Source: an optimization exercise on an open RTL-to-GDS flow (aim: small area and a short achievable clock period). Production flows keep margins and buffers that such runs may drop. Only simulation tests tie the RTL to the original design; equivalence was not proved. No activity file was given, so power comes from the tool's default toggle rates.

==> flow/design.v <==
package data_mem_pkg;
  localparam logic [1:0] ST_IDLE  = 2'd0;
  localparam logic [1:0] ST_CLEAR = 2'd1;
  localparam logic [1:0] ST_DUMP  = 2'd2;
  localparam logic [1:0] ST_DONE  = 2'd3;
  localparam logic MODE_CLEAR = 1'b0;
  localparam logic MODE_DUMP  = 1'b1;
endpackage
module cell_ao22 (
  input  logic we,
  input  logic d,
  input  logic nwe,
  input  logic q,
  output logic y
);
  assign y = (we & d) | (nwe & q);
endmodule
module sel_oct (
  input  logic [7:0] s,
  input  logic [7:0] d,
  output logic       y
);
  assign y = |(s & d);
endmodule
module cell_aoi222 (
  input  logic s0,
  input  logic d0,
  input  logic s1,
  input  logic d1,
  input  logic s2,
  input  logic d2,
  output logic y_n
);
  assign y_n = ~((s0 & d0) | (s1 & d1) | (s2 & d2));
endmodule
module or_p #(
  parameter int N = 32
) (
  input  logic [N-1:0] a,
  output logic         y
);
  assign y = |a;
endmodule
module or_n #(
  parameter int N = 4
) (
  input  logic [N-1:0] a_n,
  output logic         y
);
  assign y = ~&a_n;
endmodule
module cell_nor2 (
  input  logic a_n,
  input  logic b_n,
  output logic y
);
  assign y = ~(a_n | b_n);
endmodule
module cell_nand2 (
  input  logic a,
  input  logic b,
  output logic y_n
);
  assign y_n = ~(a & b);
endmodule
module rd_fast (
  input  logic [255:0] sel,
  input  logic [255:0] d,
  output logic         y
);
  logic [31:0] l1;
  for (genvar i = 0; i < 32; i++) begin : g_l1
    sel_oct u (.s(sel[8*i +: 8]), .d(d[8*i +: 8]), .y(l1[i]));
  end
  or_p #(.N(32)) u_or (.a(l1), .y(y));
endmodule
module rd_small (
  input  logic [255:0] sel,
  input  logic [255:0] d,
  output logic         y
);
  logic [85:0] l1_n;
  for (genvar i = 0; i < 85; i++) begin : g_l1
    cell_aoi222 u (.s0(sel[3*i]), .d0(d[3*i]), .s1(sel[3*i+1]), .d1(d[3*i+1]),
                   .s2(sel[3*i+2]), .d2(d[3*i+2]), .y_n(l1_n[i]));
  end
  cell_nand2 u_last (.a(sel[255]), .b(d[255]), .y_n(l1_n[85]));
  or_n #(.N(86)) u_or (.a_n(l1_n), .y(y));
endmodule
module mem_array (
  input  logic         clk,
  input  logic [255:0] we,      
  input  logic [255:0] nwe,     
  input  logic [7:0]   wdata,
  input  logic [255:0] rsel,    
  output logic [7:0]   rdata,
  input  logic [255:0] ssel,    
  output logic [7:0]   sdata
);
  logic [7:0] mem [256];
  logic [7:0] mem_d [256];
  logic [255:0] col [8];
  for (genvar i = 0; i < 256; i++) begin : g_word
    for (genvar b = 0; b < 8; b++) begin : g_bit
      cell_ao22 u_hold (.we(we[i]), .d(wdata[b]), .nwe(nwe[i]), .q(mem[i][b]), .y(mem_d[i][b]));
      assign col[b][i] = mem[i][b];
    end
    always_ff @(posedge clk) begin
      mem[i] <= mem_d[i];
    end
  end
  for (genvar b = 0; b < 8; b++) begin : g_rd
    rd_fast  u_cpu   (.sel(rsel), .d(col[b]), .y(rdata[b]));
    rd_small u_sweep (.sel(ssel), .d(col[b]), .y(sdata[b]));
  end
endmodule
module data_mem_sweep (
  input  logic       Clk,
  input  logic       Reset,
  input  logic       Start,
  input  logic       Mode,
  output logic       Busy,
  output logic       Ack,
  input  logic       WriteEn,
  input  logic [7:0] Addr,
  input  logic [7:0] DataIn,
  output logic [7:0] DataOut,
  output logic       DumpValid,
  output logic [7:0] DumpAddr,
  output logic [7:0] DumpData
);
  logic [1:0] state, state_nxt;
  logic [7:0] last;
  logic [7:0] k;
  logic       clearing;
  logic       we;
  logic [7:0] waddr;
  logic [7:0] wdata;
  logic [15:0] pw_lo, pw_hi, pw_lo_n, pw_hi_n, pr_lo_n, pr_hi_n, ps_lo_n, ps_hi_n;
  logic [255:0] wsel, wsel_n, rsel, ssel;
  logic [7:0] sweep_rdata;
  always_ff @(posedge Clk or posedge Reset) begin
    if (Reset) state <= data_mem_pkg::ST_IDLE;
    else       state <= state_nxt;
  end
  assign Busy     = (state == data_mem_pkg::ST_CLEAR) || (state == data_mem_pkg::ST_DUMP);
  assign Ack      = (state == data_mem_pkg::ST_DONE);
  assign clearing = (state == data_mem_pkg::ST_CLEAR);
  assign k        = last + 8'd1;
  always_comb begin
    state_nxt = state;
    case (state)
      data_mem_pkg::ST_IDLE:
        if (Start) state_nxt = (Mode == data_mem_pkg::MODE_DUMP) ? data_mem_pkg::ST_DUMP
                                                                 : data_mem_pkg::ST_CLEAR;
      data_mem_pkg::ST_CLEAR, data_mem_pkg::ST_DUMP:
        if (last == 8'hFE) state_nxt = data_mem_pkg::ST_DONE;
      default:
        if (!Start) state_nxt = data_mem_pkg::ST_IDLE;
    endcase
  end
  always_ff @(posedge Clk) begin
    last <= Busy ? k : 8'hFF;
  end
  assign we    = clearing || (WriteEn && !Busy);
  assign waddr = clearing ? k : Addr;
  assign wdata = clearing ? 8'h00 : DataIn;
  for (genvar j = 0; j < 16; j++) begin : g_pre
    assign pw_lo[j]   = we && (waddr[3:0] == 4'(j));
    assign pw_hi[j]   = (waddr[7:4] == 4'(j));
    assign pw_lo_n[j] = ~pw_lo[j];
    assign pw_hi_n[j] = ~pw_hi[j];
    assign pr_lo_n[j] = (Addr[3:0] != 4'(j));
    assign pr_hi_n[j] = (Addr[7:4] != 4'(j));
    assign ps_lo_n[j] = (k[3:0] != 4'(j));
    assign ps_hi_n[j] = (k[7:4] != 4'(j));
  end
  for (genvar i = 0; i < 256; i++) begin : g_dec
    cell_nand2 u_wn (.a(pw_lo[i % 16]), .b(pw_hi[i / 16]), .y_n(wsel_n[i]));
    cell_nor2  u_w  (.a_n(pw_lo_n[i % 16]), .b_n(pw_hi_n[i / 16]), .y(wsel[i]));
    cell_nor2  u_r  (.a_n(pr_lo_n[i % 16]), .b_n(pr_hi_n[i / 16]), .y(rsel[i]));
    cell_nor2  u_s  (.a_n(ps_lo_n[i % 16]), .b_n(ps_hi_n[i / 16]), .y(ssel[i]));
  end
  mem_array u_mem (
    .clk   (Clk),
    .we    (wsel),
    .nwe   (wsel_n),
    .wdata (wdata),
    .rsel  (rsel),
    .rdata (DataOut),
    .ssel  (ssel),
    .sdata (sweep_rdata)
  );
  always_ff @(posedge Clk or posedge Reset) begin
    if (Reset) DumpValid <= 1'b0;
    else       DumpValid <= (state == data_mem_pkg::ST_DUMP);
  end
  always_ff @(posedge Clk) begin
    DumpData <= sweep_rdata;
  end
  assign DumpAddr = last;
endmodule
==> flow/run.sh <==
#!/bin/bash
# synth_recipe.tcl (not shown) runs the flow's synth.tcl, then flattens the netlist and writes it again
# the make line also repeats each setting of config.mk as NAME=value (left out here)
make -C /OpenROAD-flow-scripts/flow DESIGN_CONFIG=/design/flow/config.mk WORK_HOME=/design/flow/orfs CLKGATE_MAP_FILE= SYNTH_SCRIPT=/design/flow/synth_recipe.tcl finish
==> flow/config.mk <==
export PLATFORM = sky130hd
export DESIGN_NAME = data_mem_sweep
export DESIGN_NICKNAME = data_mem_sweep
export VERILOG_FILES = /design/flow/design.v
export SDC_FILE = /design/flow/constraint.sdc
export NUM_CORES = 4
export LEC_CHECK = 0
export CAP_MARGIN = 20
export CORE_MARGIN = 2
export CORE_UTILIZATION = 40
export SLEW_MARGIN = 20
export SYNTH_HIERARCHICAL = 1
export SYNTH_MINIMUM_KEEP_SIZE = 0
==> flow/constraint.sdc <==
create_clock -name core_clock -period 7.0 [get_ports {Clk}]
set_input_delay 1.4000 -clock core_clock [delete_from_list [all_inputs] [get_ports {Clk}]]
set_output_delay 1.4000 -clock core_clock [all_outputs]
set_load 0.01 [all_outputs]
==> results of run 1 <==
-- repair_timing --
| action | 4_1_cts | 5_1_grt |
|---|---|---|
| hold buffers | 0 | 0 |
| buffers inserted | 0 | 0 |
| pin swaps | 9 | 11 |
| resized for setup | 28 | 9 |
| endpoints found under the setup margin | 7 | 6 |
-- sequential cells by signal, summed over array words and instances, names as in the netlist --
register and count:
DumpData 8, DumpValid 1, last 8, state 2
u_mem.mem 2048
-- final timing paths --
kind | startpoint | depth (start not counted) | to | slack, ns
max in group asynchronous | Reset | 2 | DumpValid | 6.15
worst max register to register | last[0] | 12 | DumpData[2] | 0.49
min in group asynchronous | Reset | 2 | state[0] | 0.70
worst min-delay path | u_mem.mem[191][0] | 1 | u_mem.mem[191][0] | 0.51
worst max-delay path | Addr[5] | 13 | DataOut[6] | -0.20
worst min register to register | u_mem.mem[191][0] | 1 | u_mem.mem[191][0] | 0.51
-- per-stage QoR --
step / power [mW] / std cells / TNS [ns]
finish: 44.4 / 11400 / -0.950
global route: 44.7 / 11300 / -0.0525
CTS: 43.2 / 11300 / 0
detailed placement: 31.0 / 10900 / -2.80
global placement: 31.0 / 10900 / -3.39
floorplan: 23.4 / 7716 / 0
-- layer usage --
metal | GRT usage | part of all wire | wire length, µm | up-vias
met1 | 0.611 | 0.37 | 199000 | 45300
li1 | - | - | - | 35400
met3 | 0.159 | 0.13 | 72100 | 2119
met2 | 0.676 | 0.40 | 216000 | 8541
met4 | 0.376 | 0.094 | 50800 | 50
met5 | 0.00321 | 0.00082 | 440 | -
-- synthesized netlist by cell type (all sizes together) (8+ instances only) --
cell type	n	area (µm²)
inv	8	30.0
o211ai	12	90.1
nor2	804	3020
nand3	35	180
nor3	11	70.1
dfxtp	2064	41300
ha	10	125
or4	18	135
nand2	343	1290
buf	8	65.1
or2	8	50.1
clkbuf	12	46.3
nor2b	17	106
nand4	459	2870
a22oi	1024	7690
a211oi	14	110
nor4	96	651
a22o	2048	17900
a222oi	680	6810
-- modules after synthesis, one instance, submodules excluded, a selection --
module          flip-flops and latches  area (µm²)  cells inside  times used
cell_nand2                           0        3.75             1         264
sel_oct                              0        36.3             5         256
cell_ao22                            0        8.76             1        2048
data_mem_sweep                      19        2040           308           1
cell_aoi222                          0        10.0             1         680
cell_nor2                            0        3.75             1         768
mem_array                         2048       41000          2048           1
-- power groups by stage --
| stage | registers, mW | logic, mW | clock network (mW) |
|---|---|---|---|
| 3_5_place_dp | 20.9 | 10.2 | 0 |
| 2_1_floorplan | 18.2 | 5.26 | 0 |
| 3_3_place_gp | 21.0 | 9.96 | 0 |
| 5_1_grt | 21.1 | 10.8 | 12.8 |
| 6_report | 21.2 | 10.8 | 12.4 |
| 4_1_cts | 20.7 | 10.2 | 12.4 |
-- layout make-up --
cell class | instances | area [µm²]
Multi-Input combinational cell | 5621 | 42300
Clock inverter | 101 | 1350
Fill cell | 19200 | 107000
Antenna cell | 60 | 150
Inverter | 8 | 30.0
Clock buffer | 297 | 6180
Tap cell | 2704 | 3380
Timing Repair Buffer | 533 | 4700
Sequential cell | 2067 | 41400
-- cell families (layout without fill, tap and decap cells) --
family          count (synthesis)  after routing  share of synthesized area
simple gates                 1798           1798                      0.101
fa+ha+maj                      10             10                    0.00151
buf+inv                        28            939                    0.00170
compound gates               3798           3798                      0.395
flops                        2067           2067                      0.499
xor+xnor                       10             10                    0.00106
other cells                     0             60                          0
mux                             5              5                   0.000648
==> metrics.md, run 1 <==
| Metric | Value |
|---|---|
| Grt ovf | `0` |
| Final worst slack | `-0.203 ns` |
| Comb pwr share | `0.243` |
| Crit path arrival time | `~5.8 ns` |
| Crit path max fanout | `16` |
| Initial antenna violation count | `47` |
| CP bufs+invs | `5` |
| #FFs+latches synth | `just over 2,000` |
| Final Cycle Share | `1.03` |
| Clock Pin Slew Worst Setup and Hold Paths | `roughly 0.050 ns` |
| Slew at the pin with the worst max-slew slack | `roughly 1.4 ns` |
| Ports | `48` |
| GRT Overall Usage | `0.484` |
| Initial Utilization | `0.402` |
| Fraction of registers with async set/reset | `0.00145` |
| Detailed placement HPWL | `378,000 µm` |
| Residual DRC count | `0` |
| Max Freq | `139 MHz` |
| Routability congestion estimate | `between 1 and 1.5` |
| Yosys warnings | `13` |
| Die height | `460 µm` |
| Pleak | `35.3 nW` |
| Final Setup Violations | `7` |
| TritonCTS Buffers | `216` |
| WL/cell | `47.3 µm` |
| Placement Setup Slack | `-0.644 ns` |
| Final slew viol count | `0` |
| Post-DP Area | `91,600 µm²` |
| Core area | `207,000 µm²` |
| Post-synth EDFFs | `0` |
| Commonest cells after routing, fill and taps aside | `dfxtp_1, a22o_1, a22oi_1, nor2_1, a222oi_1` |
| Crit. End Element | `output port` |
| Sequential area share after synthesis | `0.499` |
| CP delay by family, top | `simple AND/OR/NAND/NOR gates` |
| Area Overhead vs Synth | `19.9%` |
| Largest net degree at the start of global routing | `between 100 and 150` |
| Slowest CP cell | `clkdlybuf4s50_1` |
| Crit Path Category | `primary input to output port` |
| Die Width | `460 µm` |
| CTS max path bufs | `3` |
| TritonRoute pass-1 iters | `14` |
| Fin. Hold Viols | `0` |
| Vias post-DR | `around 91,000` |
| Power Density | `~450 nW/µm²` |
| Peak VDD IR | `0.424 mV` |
| Slew HR | `0.0897` |
| Post-synth cell types | `46` |
| Status | `finished with violations` |
| Die area | `211,000 µm²` |
| First-pass GRT wire length | `between 700,000 and 800,000 µm` |
| WL final | `538,000 µm` |
| Minimum clock period | `roughly 7 ns` |
| Syn nets | `7,747` |
| Number of maximum-capacitance violations | `0` |
| Crit-path cells | `clkdlybuf4s50_1 -> buf_4 -> nor2_1 -> nand2_1 -> buf_4 -> nor2_1 -> buf_4 -> a22oi_1 -> nand4_1 -> nor4_1 -> nand4_1 -> or2_4 -> clkdlybuf4s50_1` |
| Clock network power share | `0.279` |
| Gate Count Post-Synth | `approximately 7,700` |
| Sw frac | `0.401` |
| Layout Check Fails | `negative setup slack` |
| Htree depth | `4` |
| Vias per Instance | `8.03` |
| Startpoint types | `primary input` |
| Reg power frac | `0.478` |
| Final non-filler cell area | `99,500 µm²` |
| RSZ-0062 raised after global routing | `true` |
| Layout Nets | `around 8,500` |
| Layout cells sized above 1 | `0.115` |
| Cell Area, Synth | `83,000 µm²` |
| Sw power | `roughly 18 mW` |
| CP required | `5.60 ns` |
| Clk sinks | `between 2,000 and 2,500` |
| Final ANT Viol Nets | `0` |
| Clock insertion delay at the later pin of the skew report | `0.88 ns` |
| Core Util, Final | `0.481` |
| Clk_skew | `0.0341 ns` |
| Cell Int Power | `26.6 mW` |
| FP Rows | `167` |
| Synth Flop Type | `dfxtp_1` |
| Initial DRC count | `22,300` |
| Number of global-route vias before repair | `79,300` |
| Hold crit path type | `flop to flop` |
| Crit path top cell by count | `buf_4` |
| Port Buffers | `47` |
| CP peak stage delay | `0.61 ns` |
| Syn Area/Cell | `10.8 µm²` |
| Hold_ws | `about 0.51 ns` |
| Commonest non-fill, non-tap cell in the layout | `dfxtp_1` |
| CTS root buffer | `clkbuf_16` |
| TritonCTS clock tree | `built` |
==> run 2: changes to the inputs <==
--- a/flow/design.v
+++ b/flow/design.v
@@ -15,9 +15,9 @@
 );
   assign y = (we & d) | (nwe & q);
 endmodule
-module sel_oct (
-  input  logic [7:0] s,
-  input  logic [7:0] d,
+module sel_quad (
+  input  logic [3:0] s,
+  input  logic [3:0] d,
   output logic       y
 );
   assign y = |(s & d);
@@ -68,11 +68,31 @@
   input  logic [255:0] d,
   output logic         y
 );
-  logic [31:0] l1;
-  for (genvar i = 0; i < 32; i++) begin : g_l1
-    sel_oct u (.s(sel[8*i +: 8]), .d(d[8*i +: 8]), .y(l1[i]));
-  end
-  or_p #(.N(32)) u_or (.a(l1), .y(y));
+  logic [63:0] q;    
+  logic [31:0] t5_n;
+  logic [15:0] t4;
+  logic [7:0]  t3_n;
+  logic [3:0]  t2;
+  logic [1:0]  t1_n;
+  for (genvar i = 0; i < 64; i++) begin : g_q
+    sel_quad u (.s(sel[4*i +: 4]), .d(d[4*i +: 4]), .y(q[i]));
+  end
+  for (genvar i = 0; i < 32; i++) begin : g_t5
+    cell_nor2 u (.a_n(q[2*i]), .b_n(q[2*i+1]), .y(t5_n[i]));
+  end
+  for (genvar i = 0; i < 16; i++) begin : g_t4
+    cell_nand2 u (.a(t5_n[2*i]), .b(t5_n[2*i+1]), .y_n(t4[i]));
+  end
+  for (genvar i = 0; i < 8; i++) begin : g_t3
+    cell_nor2 u (.a_n(t4[2*i]), .b_n(t4[2*i+1]), .y(t3_n[i]));
+  end
+  for (genvar i = 0; i < 4; i++) begin : g_t2
+    cell_nand2 u (.a(t3_n[2*i]), .b(t3_n[2*i+1]), .y_n(t2[i]));
+  end
+  for (genvar i = 0; i < 2; i++) begin : g_t1
+    cell_nor2 u (.a_n(t2[2*i]), .b_n(t2[2*i+1]), .y(t1_n[i]));
+  end
+  cell_nand2 u_t0 (.a(t1_n[0]), .b(t1_n[1]), .y_n(y));
 endmodule
 module rd_small (
   input  logic [255:0] sel,
--- a/flow/config.mk
+++ b/flow/config.mk
@@ -8,6 +8,7 @@
 export CAP_MARGIN = 20
 export CORE_MARGIN = 2
 export CORE_UTILIZATION = 40
+export SETUP_SLACK_MARGIN = 2.5
 export SLEW_MARGIN = 20
 export SYNTH_HIERARCHICAL = 1
 export SYNTH_MINIMUM_KEEP_SIZE = 0
==> run 2 against run 1 <==
Against the previous run:
- critical path type unchanged
- wire length shrank 9.2%
- now clean on timing, DRC and antenna
- highest routed layer unchanged
- area after synthesis grew 1.9%
- synthesized cell count grew 8.7%
==> metrics.md, run 2 <==
| Metric | Value |
|---|---|
| CTS max path bufs | `3 (unchanged)` |
| Die height | `464 µm (+0.96%)` |
| CTS root buffer | `clkbuf_16` |
| Clk sinks | `2,067 (unchanged)` |
| Ports | `48 (unchanged)` |
| Crit path arrival time | `3.99 ns (-1.81 ns)` |
| Number of global-route vias before repair | `82,400 (+4.0%)` |
| Routed met3 length | `71,700 µm (-0.53%)` |
| Yosys warnings | `13 (unchanged)` |
| Synth Area in XOR/XNOR | `0.00104 (-0.0000201)` |
| Post-synth cell types | `44 (-4.3%)` |
| Initial DRC count | `20,800 (-6.7%)` |
| Routability congestion estimate | `1.09 (-0.85%)` |
| Layout Nets | `9,257 (+9.2%)` |
| Clock insertion delay at the later pin of the skew report | `0.90 ns (+0.02 ns)` |
| Pleak | `40.6 nW (+15%)` |
| Die area | `215,000 µm² (+1.9%)` |
| Peak VDD IR | `0.446 mV (+5.2%)` |
| Syn Area/Cell | `10.1 µm² (-6.2%)` |
| Number of maximum-capacitance violations | `0 (unchanged)` |
| #FFs+latches synth | `2,067 (unchanged)` |
| RSZ-0062 raised after global routing | `true` |
| Minimum clock period | `5.39 ns (-1.82 ns)` |
| Top reg by flops | `u_mem.mem` |
| Top layer in use | `met5` |
| Final ANT Viol Nets | `0 (unchanged)` |
| Synth Area in Simple Gates | `0.119 (+0.0171)` |
| Placement Setup Slack | `-0.131 ns (+0.513 ns)` |
| Clk_skew | `0.0341 ns (+0.00000170 ns)` |
| FP Rows | `168 (+0.60%)` |
| Port Buffers | `47 (unchanged)` |
| Startpoint types | `primary input` |
| Grt ovf | `0 (unchanged)` |
| DR WL met2 | `194,000 µm (-11%)` |
| Slew HR | `0.157 (+0.0669)` |
| Overall power | `45.0 mW (+1.4%)` |
| Syn nets | `8,419 (+8.7%)` |
| Hold buffer count at CTS | `0 (unchanged)` |
| Final Setup Violations | `0 (-7)` |
| Top cell type by total area after synthesis | `dfxtp_1` |
| TritonCTS Buffers | `219 (+1.4%)` |
| Power Density | `418 nW/µm² (-6.2%)` |
| Initial antenna violation count | `40 (-15%)` |
| Status | `finished clean` |
| Vias per Instance | `7.57 (-5.7%)` |
| Clock Pin Slew Worst Setup and Hold Paths | `0.06 ns (about the same)` |
| TritonCTS clock tree | `built` |
| Hold_ws | `0.500 ns (-0.00587 ns)` |
| Max reg flops | `2,048 (unchanged)` |
| Residual DRC count | `0 (unchanged)` |
| Biggest regs | `u_mem.mem: 2048 flops, DumpData: 8 flops, last: 8 flops` |
| Commonest cells post-synth | `dfxtp_1, a22o_1, nor2_1, a22oi_1, nand2_1` |
| WL/cell | `39.9 µm (-16%)` |
| Post-Synth Adder-Cell Area | `0.00148 (-0.0000287)` |
| Final worst slack | `1.61 ns (+1.82 ns)` |
| Fraction of registers with async set/reset | `0.00145 (unchanged)` |
| Area Overhead vs Synth | `27.0%` |
| Met1 Routed Length | `182,000 µm (-8.6%)` |
| Final Cycle Share | `0.769 (-0.260)` |
| TritonRoute pass-1 iters | `15 (+1)` |
| Vias post-DR | `92,800 (+1.5%)` |
| Largest family of logic cells by synthesized area | `compound AO/OA/AOI/OAI gates` |
| Top cell type's share of synthesized area | `0.488 (-0.00948)` |
| First-pass GRT wire length | `662,000 µm (-6.9%)` |
| Die Width | `464 µm (+0.96%)` |
| Post-synth EDFFs | `0 (unchanged)` |
| Hold crit path type | `flop to flop` |
| Placed Cells | `11,600 (+6.2%)` |
| Commonest non-fill, non-tap cell in the layout | `dfxtp_1` |
| GRT Overall Usage | `0.426 (-0.0578)` |
| Detailed placement HPWL | `327,000 µm (-13%)` |
| Commonest cells after routing, fill and taps aside | `dfxtp_1, a22o_1, nand2_1, a22oi_1, nor2_1` |
| Core area | `210,000 µm² (+1.6%)` |
| Max Freq | `186 MHz (+34%)` |
| Fin. Hold Viols | `0 (unchanged)` |
| Sequential area share after synthesis | `0.489 (-0.00950)` |
| Slew at the pin with the worst max-slew slack | `1.26 ns (-0.0985 ns)` |
| Top-count cell post-synth | `dfxtp_1` |
| Layout cells sized above 1 | `0.194 (+0.0795)` |
| Initial Utilization | `0.403 (+0.00129)` |
| Synth Area in Compound Gates | `0.387 (-0.00752)` |
| Multiplexer share of the synthesized area | `0.000636 (-0.0000123)` |
| Htree depth | `4 (unchanged)` |
| Final slew viol count | `0 (unchanged)` |
| Synth Flop Type | `dfxtp_1` |
| Crit path max fanout | `8 (-8)` |
| CP peak stage delay | `0.23 ns (-0.38 ns)` |
| Gate Count Post-Synth | `8,388 (+8.7%)` |
| WL final | `489,000 µm (-9.2%)` |
| Setup TNS | `0 ns (+0.950 ns)` |
| CP required | `5.60 ns (about the same)` |
| Largest net degree at the start of global routing | `116 (+0.87%)` |
| Slowest CP cell | `a22oi_1` |
| Cell Area, Synth | `84,600 µm² (+1.9%)` |
| Ranking of synthesized cells by area | `dfxtp_1, a22o_1, a22oi_1, a222oi_1, nor2_1` |
| Crit Path Category | `primary input to output port` |
| Crit. End Element | `output port` |
| Crit-path cells | `buf_6 -> nor2b_4 -> buf_4 -> nand2_8 -> buf_12 -> nor2_2 -> a22oi_1 -> nand2_1 -> nor2_2 -> nand2_2 -> nor2_4 -> nand2_4 -> nor2_4 -> buf_6 -> nand2_4 -> buf_4 -> buf_2` |
| Fin cells | `12,300 (+7.6%)` |
-- run 2: area by class of cell --
type	count	area, µm²
multi-input combinational	6294	47700
fill	18900	103000
sequential	2067	41400
timing repair buffer	636	6890
antenna	36	90.1
inverter	8	30.0
clock buffer	294	6220
tap	2805	3510
clock inverter	112	1630
-- run 2: per-stage QoR --
step	area (µm²)	util
after floorplan	84700	-
after global placement	92400	0.440
after detailed placement	92400	0.440
after CTS	105000	0.498
after global routing	107000	0.511
final	107000	0.512
-- run 2: Yosys stat by module (local to each module, per instance), a selection --
| module | copies in the design | area, µm² | flops+latches | cells inside |
|---|---|---|---|---|
| cell_ao22 | 2048 | 8.76 | 0 | 1 |
| cell_aoi222 | 680 | 10.0 | 0 | 1 |
| cell_nand2 | 432 | 3.75 | 0 | 1 |
| cell_nor2 | 1104 | 3.75 | 0 | 1 |
| data_mem_sweep | 1 | 2040 | 19 | 308 |
| mem_array | 1 | 41000 | 2048 | 2048 |
| sel_quad | 512 | 18.8 | 0 | 3 |
-- run 2: layer usage --
| metal | up-vias | GRT usage |
|---|---|---|
| met5 | - | 0.00468 |
| met3 | 1922 | 0.150 |
| met4 | 22 | 0.301 |
| met2 | 8622 | 0.584 |
| li1 | 37000 | - |
| met1 | 45300 | 0.552 |
-- run 2: logic make-up after synthesis --
family                     Yosys count
xor gates and xnor gates            10
and+or+nand+nor                   2470
adders and majority gates           10
DFF                               2067
muxes                                5
buffers and inverters               28
AOI/OAI and AO/OA                 3798
-- run 2: worst paths after layout --
path                                    from           endpoint  slack, ns  cells past startpoint
max                                  Addr[4]         DataOut[3]       1.61                     17
min in group asynchronous              Reset          DumpValid       0.67                      2
max in group asynchronous              Reset           state[0]       6.18                      2
max reg2reg                          last[3]        DumpData[7]       1.88                     14
min reg2reg                u_mem.mem[101][7]  u_mem.mem[101][7]       0.50                      1
min                        u_mem.mem[101][7]  u_mem.mem[101][7]       0.50                      1
-- run 2: timing repair --
| item | in CTS | in global routing |
|---|---|---|
| setup buffers | 94 | 96 |
| endpoints found under the setup margin | 684 | 1865 |
| cloned | 8 | 2 |
| pin swaps | 197 | 279 |
| resized for setup | 853 | 396 |
-- run 2: worst max-delay path, delay by kind of cell --
kind / cells / cell delay, ns
simple gates: 10 / 1.41
compound gates: 1 / 0.23
buf+inv: 6 / 0.88
-- run 2: report_power, final --
part / switching (mW) / leakage (nW) / internal [mW] / total [mW]
logic: 7.52 / 20.0 / 4.31 / 11.8
clock network: 5.24 / 3.84 / 7.53 / 12.8
registers: 4.59 / 16.8 / 15.8 / 20.4
==> run 3: changes to the inputs <==
--- a/flow/design.v
+++ b/flow/design.v
@@ -150,7 +150,6 @@
   output logic [7:0] DumpData
 );
   logic [1:0] state, state_nxt;
-  logic [7:0] last;
   logic [7:0] k;
   logic       clearing;
   logic       we;
@@ -166,7 +165,6 @@
   assign Busy     = (state == data_mem_pkg::ST_CLEAR) || (state == data_mem_pkg::ST_DUMP);
   assign Ack      = (state == data_mem_pkg::ST_DONE);
   assign clearing = (state == data_mem_pkg::ST_CLEAR);
-  assign k        = last + 8'd1;
   always_comb begin
     state_nxt = state;
     case (state)
@@ -174,13 +172,13 @@
         if (Start) state_nxt = (Mode == data_mem_pkg::MODE_DUMP) ? data_mem_pkg::ST_DUMP
                                                                  : data_mem_pkg::ST_CLEAR;
       data_mem_pkg::ST_CLEAR, data_mem_pkg::ST_DUMP:
-        if (last == 8'hFE) state_nxt = data_mem_pkg::ST_DONE;
+        if (k == 8'hFF) state_nxt = data_mem_pkg::ST_DONE;
       default:
         if (!Start) state_nxt = data_mem_pkg::ST_IDLE;
     endcase
   end
   always_ff @(posedge Clk) begin
-    last <= Busy ? k : 8'hFF;
+    k <= Busy ? k + 8'd1 : 8'h00;
   end
   assign we    = clearing || (WriteEn && !Busy);
   assign waddr = clearing ? k : Addr;
@@ -216,7 +214,7 @@
     else       DumpValid <= (state == data_mem_pkg::ST_DUMP);
   end
   always_ff @(posedge Clk) begin
+    DumpAddr <= k;
     DumpData <= sweep_rdata;
   end
-  assign DumpAddr = last;
-endmodule
+endmodule
--- a/flow/config.mk
+++ b/flow/config.mk
@@ -8,7 +8,8 @@
 export CAP_MARGIN = 20
 export CORE_MARGIN = 2
 export CORE_UTILIZATION = 40
-export SETUP_SLACK_MARGIN = 2.5
+export CTS_BUF_LIST = sky130_fd_sc_hd__clkbuf_8
+export SETUP_SLACK_MARGIN = 2.2
 export SLEW_MARGIN = 20
 export SYNTH_HIERARCHICAL = 1
 export SYNTH_MINIMUM_KEEP_SIZE = 0
==> run 3 against run 2 <==
Against the previous run:
- still clean on timing, DRC and antenna
- total power shrank 22%
- core utilization decreased by 1.5 points
- sequential share of layout area is 1.3 points higher
- non-clock buffer count is 155 lower
- clock power is 9% lower
- worst setup slack got worse by 0.087 ns
- clock skew grew 0.061 ns
- critical path type unchanged
==> metrics.md, run 3 <==
| Metric | Value |
|---|---|
| Core Util, Final | `0.497 (-0.0146)` |
| Vias per Instance | `7.51 (-0.85%)` |
| Crit path arrival time | `4.07 ns (+0.08 ns)` |
| Grt ovf | `0 (unchanged)` |
| Number of maximum-capacitance violations | `0 (unchanged)` |
| Port Buffers | `47 (unchanged)` |
| Fraction of registers with async set/reset | `0.00145 (-0.00000560)` |
| CTS root buffer | `clkbuf_8` |
| Crit Path Category | `primary input to output port` |
| #FFs+latches synth | `2,075 (+0.39%)` |
| First-pass GRT wire length | `668,000 µm (+0.91%)` |
| Peak VDD IR | `0.314 mV (-30%)` |
| GRT Overall Usage | `0.432 (+0.00548)` |
| Initial DRC count | `23,600 (+13%)` |
| Number of global-route vias before repair | `82,600 (+0.18%)` |
| Clock network power share | `0.334 (+0.050)` |
| WL/cell | `40.1 µm (+0.44%)` |
| Gate Count Post-Synth | `8,376 (-0.14%)` |
| Ports | `48 (unchanged)` |
| Pleak | `40.2 nW (-1.1%)` |
| Crit path max fanout | `8 (unchanged)` |
| Sw frac | `0.353 (-0.0330)` |
| CTS max path bufs | `4 (+1)` |
| Setup TNS | `0 ns (unchanged)` |
| CP required | `5.60 ns (about the same)` |
| Layout cells sized above 1 | `0.179 (-0.0150)` |
| RSZ-0062 raised after global routing | `true` |
| Syn Area/Cell | `10.1 µm² (+0.27%)` |
| Sequential area share after synthesis | `0.491 (+0.00129)` |
| Slew at the pin with the worst max-slew slack | `1.44 ns (+0.183 ns)` |
| Detailed placement HPWL | `327,000 µm (about the same)` |
| Vias post-DR | `92,600 (-0.22%)` |
| Post-DP Area | `91,700 µm² (-0.82%)` |
| Initial antenna violation count | `59 (+48%)` |
| Fin cells | `12,300 (+0.64%)` |
| Final non-filler cell area | `104,000 µm² (-2.9%)` |
| Final slew viol count | `0 (unchanged)` |
| Hold_ws | `0.469 ns (-0.0310 ns)` |
| Htree depth | `5 (+1)` |
| Die Width | `464 µm (about the same)` |
| Cell Area, Synth | `84,700 µm² (+0.12%)` |
| Die area | `215,000 µm² (+0.12%)` |
| Top cell type's share of synthesized area | `0.490 (+0.00129)` |
| Post-synth cell types | `51 (+16%)` |
| Max reg flops | `2,048 (unchanged)` |
| Fin. Hold Viols | `0 (unchanged)` |
| Status | `finished clean` |
| Top cell type by total area after synthesis | `dfxtp_1` |
| Final Cycle Share | `0.782 (+0.0124)` |
| Layout Nets | `9,237 (-0.22%)` |
| Hold crit path type | `primary input to asynchronous set/reset pin` |
| Placed Cells | `11,500 (-0.89%)` |
| Overall power | `35.0 mW (-22%)` |
| Reg2Reg Depth | `10 (-4)` |
| Slew HR | `0.0368 (-0.120)` |
| Crit. End Element | `output port` |
| Reg power frac | `0.475 (+0.022)` |
| Initial Utilization | `0.403 (+0.000495)` |
| Final Setup Violations | `0 (unchanged)` |
| WL final | `494,000 µm (+1.1%)` |
| Commonest cells post-synth | `dfxtp_1, a22o_1, nor2_1, a22oi_1, nand2_1` |
| Ranking of synthesized cells by area | `dfxtp_1, a22o_1, a22oi_1, a222oi_1, nor2_1` |
| Commonest cells after routing, fill and taps aside | `dfxtp_1, a22o_1, a22oi_1, nand2_1, nor2_1` |
| FP Rows | `168 (unchanged)` |
| Placement Setup Slack | `-0.653 ns (-0.522 ns)` |
| Clock Pin Slew Worst Setup and Hold Paths | `0.05 ns (about the same)` |
| Area Overhead vs Synth | `23.3%` |
| Yosys warnings | `13 (unchanged)` |
| Fillers | `19,400 (+2.3%)` |
| Sw power | `12.3 mW (-29%)` |
| Largest net degree at the start of global routing | `121 (+4.3%)` |
| Clock insertion delay at the later pin of the skew report | `1.12 ns (+0.22 ns)` |
| Die height | `464 µm (about the same)` |
| Post-synth EDFFs | `0 (unchanged)` |
| Minimum clock period | `5.47 ns (+0.0866 ns)` |
| Commonest non-fill, non-tap cell in the layout | `dfxtp_1` |
| Power Density | `335 nW/µm² (-20%)` |
| Residual DRC count | `0 (unchanged)` |
| Core area | `210,000 µm² (unchanged)` |
| Cell Int Power | `22.7 mW (-18%)` |
| Startpoint types | `primary input` |
| Final ANT Viol Nets | `0 (unchanged)` |
| TritonRoute pass-1 iters | `12 (-3)` |
| TritonCTS Buffers | `367 (+68%)` |
| Top-count cell post-synth | `dfxtp_1` |
| Routability congestion estimate | `1.08 (-0.89%)` |
| TritonCTS clock tree | `built` |
| Syn nets | `8,407 (-0.14%)` |
| Clk sinks | `2,075 (+0.39%)` |
| Max Freq | `183 MHz (-1.6%)` |
| Clk_skew | `0.0946 ns (+0.0605 ns)` |
| Synth Flop Type | `dfxtp_1` |
| Final worst slack | `1.53 ns (-0.0866 ns)` |
| Comb pwr share | `0.191 (-0.072)` |
| Top reg by flops | `u_mem.mem` |
## run 3: cell types whose count changed after synthesis, sizes merged, moves of 12 or more
cell,before,now
nor2,1140,1126
nand3,35,20
a211oi,14,0
o211ai,12,0
inv,8,22
## run 3: cell type report
type,count,area [µm²],share of cell area
sequential,2075,41600,0.398
inverter,22,82.6,0.000791
clock inverter,166,1120,0.0107
clock buffer,457,6290,0.0602
antenna,65,163,0.00156
tap,2805,3510,0.0336
multi-input combinational,6259,46300,0.443
timing repair buffer,481,5400,0.0518
## run 3: worst paths after layout
path,start,end,slack (ns)
max in group asynchronous,Reset,state[0],6.40
min in group core_clock,k[7],DumpAddr[7],0.48
setup reg to reg,k[4],DumpData[0],1.91
hold / removal,Reset,DumpValid,0.47
hold reg to reg,k[7],DumpAddr[7],0.48
setup / recovery,Addr[1],DataOut[0],1.53
## run 3: layer usage
layer,vias up,wire length [µm],track usage
met2,8796,194000,0.587
met5,-,423,0.00245
met3,2073,75200,0.180
met1,44800,182000,0.546
met4,46,42100,0.305
li1,36900,-,-
## run 3: worst max-delay path: stages
cell and delay, ns:
buf_6 0.11, buf_6 0.13, nand4_1 0.11, buf_6 0.20
buf_12 0.20, nor2_2 0.11, a22oi_2 0.17, nand2_1 0.12
nor2_2 0.17, nand2_2 0.16, nor2_4 0.33, nand2_4 0.12
nor2_4 0.33, nand2_4 0.12, buf_6 0.13, buf_6 0.11
## run 3: power groups by stage
stage          Clock [mW]  Sequential (mW)  Combinational [mW]
2_1_floorplan           0             15.5                3.15
3_3_place_gp            0             16.6                5.98
3_5_place_dp            0             16.6                6.09
4_1_cts              11.7             16.4                6.29
5_1_grt              12.2             16.7                6.69
6_report             11.7             16.6                6.69
## run 3: logic make-up (layout without fill, tap and decap cells)
| logic type | count (synthesis) | in the layout | synth area share |
|---|---|---|---|
| AOI/OAI and AO/OA | 3770 | 3770 | 0.385 |
| and+or+nand+nor | 2466 | 2466 | 0.119 |
| DFF | 2075 | 2075 | 0.491 |
| buffers and inverters | 42 | 1126 | 0.00241 |
| adders and majority gates | 10 | 10 | 0.00148 |
| muxes | 7 | 7 | 0.000975 |
| xor gates and xnor gates | 6 | 6 | 0.000620 |
| other | 0 | 65 | 0 |
## run 3: repair_timing
item / 4_1_cts / 5_1_grt
buffers inserted: 88 / 30
hold buffers: 0 / 0
gates cloned: 14 / 2
setup endpoints to repair: 16 / 16
pin swaps: 171 / 134
resized for setup: 795 / 201
## run 3: Yosys stat by module (local to each module, per instance), excerpt
module | times used | area (µm²)
cell_nand2 | 432 | 3.75
cell_ao22 | 2048 | 8.76
cell_nor2 | 1104 | 3.75
mem_array | 1 | 41000
cell_aoi222 | 680 | 10.0
sel_quad | 512 | 18.8
data_mem_sweep | 1 | 2140
==> run 4: changes to the inputs <==
--- a/flow/design.v
+++ b/flow/design.v
@@ -15,9 +15,9 @@
 );
   assign y = (we & d) | (nwe & q);
 endmodule
-module sel_quad (
-  input  logic [3:0] s,
-  input  logic [3:0] d,
+module sel_oct (
+  input  logic [7:0] s,
+  input  logic [7:0] d,
   output logic       y
 );
   assign y = |(s & d);
@@ -68,31 +68,23 @@
   input  logic [255:0] d,
   output logic         y
 );
-  logic [63:0] q;    
-  logic [31:0] t5_n;
-  logic [15:0] t4;
-  logic [7:0]  t3_n;
-  logic [3:0]  t2;
-  logic [1:0]  t1_n;
-  for (genvar i = 0; i < 64; i++) begin : g_q
-    sel_quad u (.s(sel[4*i +: 4]), .d(d[4*i +: 4]), .y(q[i]));
-  end
-  for (genvar i = 0; i < 32; i++) begin : g_t5
-    cell_nor2 u (.a_n(q[2*i]), .b_n(q[2*i+1]), .y(t5_n[i]));
+  logic [31:0] o;    
+  logic [15:0] t4_n;
+  logic [7:0]  t3;
+  logic [3:0]  t2_n;
+  for (genvar i = 0; i < 32; i++) begin : g_o
+    sel_oct u (.s(sel[8*i +: 8]), .d(d[8*i +: 8]), .y(o[i]));
   end
   for (genvar i = 0; i < 16; i++) begin : g_t4
-    cell_nand2 u (.a(t5_n[2*i]), .b(t5_n[2*i+1]), .y_n(t4[i]));
+    cell_nor2 u (.a_n(o[2*i]), .b_n(o[2*i+1]), .y(t4_n[i]));
   end
   for (genvar i = 0; i < 8; i++) begin : g_t3
-    cell_nor2 u (.a_n(t4[2*i]), .b_n(t4[2*i+1]), .y(t3_n[i]));
+    cell_nand2 u (.a(t4_n[2*i]), .b(t4_n[2*i+1]), .y_n(t3[i]));
   end
   for (genvar i = 0; i < 4; i++) begin : g_t2
-    cell_nand2 u (.a(t3_n[2*i]), .b(t3_n[2*i+1]), .y_n(t2[i]));
-  end
-  for (genvar i = 0; i < 2; i++) begin : g_t1
-    cell_nor2 u (.a_n(t2[2*i]), .b_n(t2[2*i+1]), .y(t1_n[i]));
-  end
-  cell_nand2 u_t0 (.a(t1_n[0]), .b(t1_n[1]), .y_n(y));
+    cell_nor2 u (.a_n(t3[2*i]), .b_n(t3[2*i+1]), .y(t2_n[i]));
+  end
+  or_n #(.N(4)) u_t0 (.a_n(t2_n), .y(y));
 endmodule
 module rd_small (
   input  logic [255:0] sel,
==> run 4 against run 3 <==
Against the previous run:
- design area shrank 2.0%
- still clean
- via count shrank 0.56%
- sequential share of layout area grew 0.80 points
- wire length grew 4.7%
- sequential power grew 3%
- worst setup slack gained 0.042 ns
- core utilization shrank 0.29 points
- synthesized cell count shrank 6.3%
- critical path type unchanged
==> metrics.md, run 4 <==
| Metric | Value |
|---|---|
| Commonest cells after routing, fill and taps aside | `dfxtp_1, a22o_1, a22oi_1, a222oi_1, nor2_1` |
| WL final | `517,000 µm (+4.7%)` |
| Detailed placement HPWL | `350,000 µm (+7.0%)` |
| Core area | `207,000 µm² (-1.4%)` |
| Number of global-route vias before repair | `81,000 (-1.9%)` |
| Max reg flops | `2,048 (unchanged)` |
| Global routing usage on met2 | `0.639 (+0.0528)` |
| Initial Utilization | `0.403 (-0.000689)` |
| Syn nets | `7,879 (-6.3%)` |
| Clock insertion delay at the later pin of the skew report | `1.13 ns (about the same)` |
| Crit path max fanout | `8 (unchanged)` |
| Clk_skew | `0.0658 ns (-0.0289 ns)` |
| Initial antenna violation count | `60 (+1.7%)` |
| Fillers | `19,100 (-1.5%)` |
| GRT met1 Usage | `0.584 (+0.0380)` |
| Fin. Hold Viols | `0 (unchanged)` |
| Max Freq | `184 MHz (+0.78%)` |
| Minimum clock period | `5.43 ns (-0.0422 ns)` |
| Crit path arrival time | `4.03 ns (-0.04 ns)` |
| Final worst slack | `1.57 ns (+0.0422 ns)` |
| Power Density | `349 nW/µm² (+4.0%)` |
| Vias post-DR | `92,100 (-0.56%)` |
| Yosys warnings | `13 (unchanged)` |
| Placed Cells | `11,000 (-4.8%)` |
| Cell Area, Synth | `83,400 µm² (-1.6%)` |
| Final non-filler cell area | `102,000 µm² (-2.0%)` |
| Top reg by flops | `u_mem.mem` |
| Crit Path Category | `primary input to output port` |
| Port Buffers | `47 (unchanged)` |
| Layout cells sized above 1 | `0.170 (-0.00910)` |
| Syn Area/Cell | `10.6 µm² (+5.1%)` |
| CTS root buffer | `clkbuf_8` |
| Top-count cell post-synth | `dfxtp_1` |
| Top cell type by total area after synthesis | `dfxtp_1` |
| TritonCTS Buffers | `364 (-0.82%)` |
| Routability congestion estimate | `1.09 (+1.2%)` |
| Grt ovf | `0 (unchanged)` |
| Die height | `461 µm (-0.78%)` |
| Clock Pin Slew Worst Setup and Hold Paths | `0.06 ns (about the same)` |
| GRT Overall Usage | `0.463 (+0.0315)` |
| Startpoint types | `primary input` |
| R2r setup slk | `1.92 ns (about the same)` |
| Post-DP Area | `90,300 µm² (-1.5%)` |
| Most Crowded Layer GR | `met2` |
| Clk sinks | `2,075 (unchanged)` |
| Hold crit path type | `flop to flop` |
| Number of maximum-capacitance violations | `0 (unchanged)` |
| Post-synth EDFFs | `0 (unchanged)` |
| CP required | `5.60 ns (about the same)` |
| Peak VDD IR | `0.364 mV (+16%)` |
| Setup TNS | `0 ns (unchanged)` |
| Commonest non-fill, non-tap cell in the layout | `dfxtp_1` |
| CTS max path bufs | `4 (unchanged)` |
| Commonest cells post-synth | `dfxtp_1, a22o_1, a22oi_1, nor2_1, a222oi_1` |
| Overall power | `35.7 mW (+1.9%)` |
| Slew HR | `0.0563 (+0.0195)` |
| Synth Flop Type | `dfxtp_1` |
| TritonCTS clock tree | `built` |
| Fraction of registers with async set/reset | `0.00145 (unchanged)` |
| Final slew viol count | `0 (unchanged)` |
| First-pass GRT wire length | `692,000 µm (+3.5%)` |
| Layout Nets | `8,704 (-5.8%)` |
| Placement Setup Slack | `-0.211 ns (+0.441 ns)` |
| Pleak | `36.8 nW (-8.4%)` |
| Fin cells | `11,800 (-4.4%)` |
| Hold_ws | `0.465 ns (-0.00378 ns)` |
| Final ANT Viol Nets | `0 (unchanged)` |
| Top cell type's share of synthesized area | `0.497 (+0.00776)` |
| Htree depth | `5 (unchanged)` |
| Slew at the pin with the worst max-slew slack | `1.42 ns (-0.0292 ns)` |
| Core Util, Final | `0.494 (-0.00292)` |
| Gate Count Post-Synth | `7,848 (-6.3%)` |
| Final Setup Violations | `0 (unchanged)` |
| Ports | `48 (unchanged)` |
| Sequential area share after synthesis | `0.498 (+0.00777)` |
| RSZ-0062 raised after global routing | `true` |
| WL/cell | `43.9 µm (+9.5%)` |
| Die area | `212,000 µm² (-1.5%)` |
| GR Util met3 | `0.186 (+0.00668)` |
| Post-synth cell types | `51 (unchanged)` |
| Initial DRC count | `22,400 (-5.2%)` |
| Area Overhead vs Synth | `22.7%` |
| FP Rows | `167 (-0.60%)` |
| Crit. End Element | `output port` |
| Final Cycle Share | `0.776 (-0.00603)` |
| Die Width | `461 µm (-0.78%)` |
| Ranking of synthesized cells by area | `dfxtp_1, a22o_1, a22oi_1, a222oi_1, nor2_1` |
| #FFs+latches synth | `2,075 (unchanged)` |
| Vias per Instance | `7.81 (+4.0%)` |
| Status | `finished clean` |
| Largest net degree at the start of global routing | `111 (-8.3%)` |
| Residual DRC count | `0 (unchanged)` |
| TritonRoute pass-1 iters | `15 (+3)` |
run 4: cell types whose count changed after synthesis, sizes merged:
cell / change
nand2: -616
nand4: +264
nor2: -176
run 4: critical path: stages:
cell	delay, ns
buf_12	0.12
buf_6	0.13
nand4_1	0.16
buf_12	0.21
buf_12	0.15
buf_12	0.11
nor2_4	0.05
a22oi_1	0.23
nand4_1	0.18
nor2_4	0.20
nand2_4	0.11
nor2_4	0.16
buf_6	0.14
nand4_1	0.34
buf_2	0.28
run 4: power by group:
| part | leakage, nW | internal, mW | switching (mW) |
|---|---|---|---|
| sequential | 16.8 | 14.1 | 3.00 |
| clock | 4.26 | 6.46 | 5.33 |
| combinational | 15.7 | 2.19 | 4.64 |
| total | 36.8 | 22.7 | 13.0 |
run 4: final cells by class:
class	instances	area (µm²)	area share
clock buffer	448	6170	0.0602
sequential	2075	41600	0.406
timing repair buffer	477	5270	0.0515
inverter	22	82.6	0.000807
antenna	67	168	0.00164
clock inverter	182	1290	0.0126
multi-input combinational	5733	44300	0.433
tap	2788	3490	0.0341
run 4: cell families (layout without fill, tap and decap cells):
kind of cell / Yosys count / after routing / synth area share
adder cells (fa/ha/maj): 10 / 10 / 0.00150
AND/OR/NAND/NOR: 1938 / 1940 / 0.105
other: 0 / 67 / 0
buffers and inverters: 42 / 1129 / 0.00245
XOR/XNOR: 6 / 6 / 0.000630
flip-flops: 2075 / 2075 / 0.498
multiplexers: 7 / 7 / 0.000990
AO/OA/AOI/OAI: 3770 / 3770 / 0.391
run 4: final timing paths:
check	startpoint	end	depth (start not counted)
max	Addr[2]	DataOut[4]	15
min	k[1]	DumpAddr[1]	0
max reg2reg	k[5]	DumpData[1]	9
min reg2reg	k[1]	DumpAddr[1]	0
max in group asynchronous	Reset	state[0]	2
min in group asynchronous	Reset	state[1]	2
run 4: per-module statistics from Yosys (local to each module, per instance), excerpt:
module | flip-flops and latches | copies in the design | cells inside | area (µm²)
cell_ao22 | 0 | 2048 | 1 | 8.76
cell_aoi222 | 0 | 680 | 1 | 10.0
cell_nand2 | 0 | 328 | 1 | 3.75
cell_nor2 | 0 | 928 | 1 | 3.75
data_mem_sweep | 27 | 1 | 296 | 2140
mem_array | 2048 | 1 | 2048 | 41000
sel_oct | 0 | 256 | 5 | 36.3
run 4: repair_timing:
item | 4_1_cts | 5_1_grt
gates resized for setup | 698 | 121
setup buffers | 75 | 47
pin swaps | 169 | 114
endpoints found under the setup margin | 16 | 16
gates cloned | 10 | 2
hold buffers | 0 | 0
run 4: metal layers:
| layer | vias to the layer above | part of all wire |
|---|---|---|
| met5 | - | 0.00051 |
| met4 | 32 | 0.086 |
| met3 | 2184 | 0.15 |
| met2 | 9003 | 0.40 |
| met1 | 45000 | 0.37 |
| li1 | 35900 | - |

static timing again, ports no longer ideal:
In the flow no input, the clock included, has a driving cell. The finished layouts below were timed again as built, in two steps.
Step 1 assumes that a clkbuf_16 drives the clock port and a buf_2 every other input.
Step 2 moves the port delays by t, midway between the first and last clock arrival at a register: inputs arrive t later, outputs are due t later. That takes back most of the time a late clock gives input paths.
Three values: ideal, step 1, step 2; two values: the first two.
| run | t, ns | setup slack, ns | clock arrival spread, ns |
|---|---|---|---|
| run 1 | 0.964 | -0.203 / -0.229 / -0.229 | 0.047 / 0.046 |
| run 2 | 0.977 | 1.614 / 1.572 / 1.572 | 0.038 / 0.038 |
| run 3 | 1.184 | 1.527 / 1.343 / 1.343 | 0.110 / 0.109 |
| run 4 | 1.197 | 1.569 / 1.495 / 1.257 | 0.068 / 0.068 |
For run 4, which loses most, drivers alone change the setup slack by -0.074 ns; drivers and shift together by -0.312 ns.
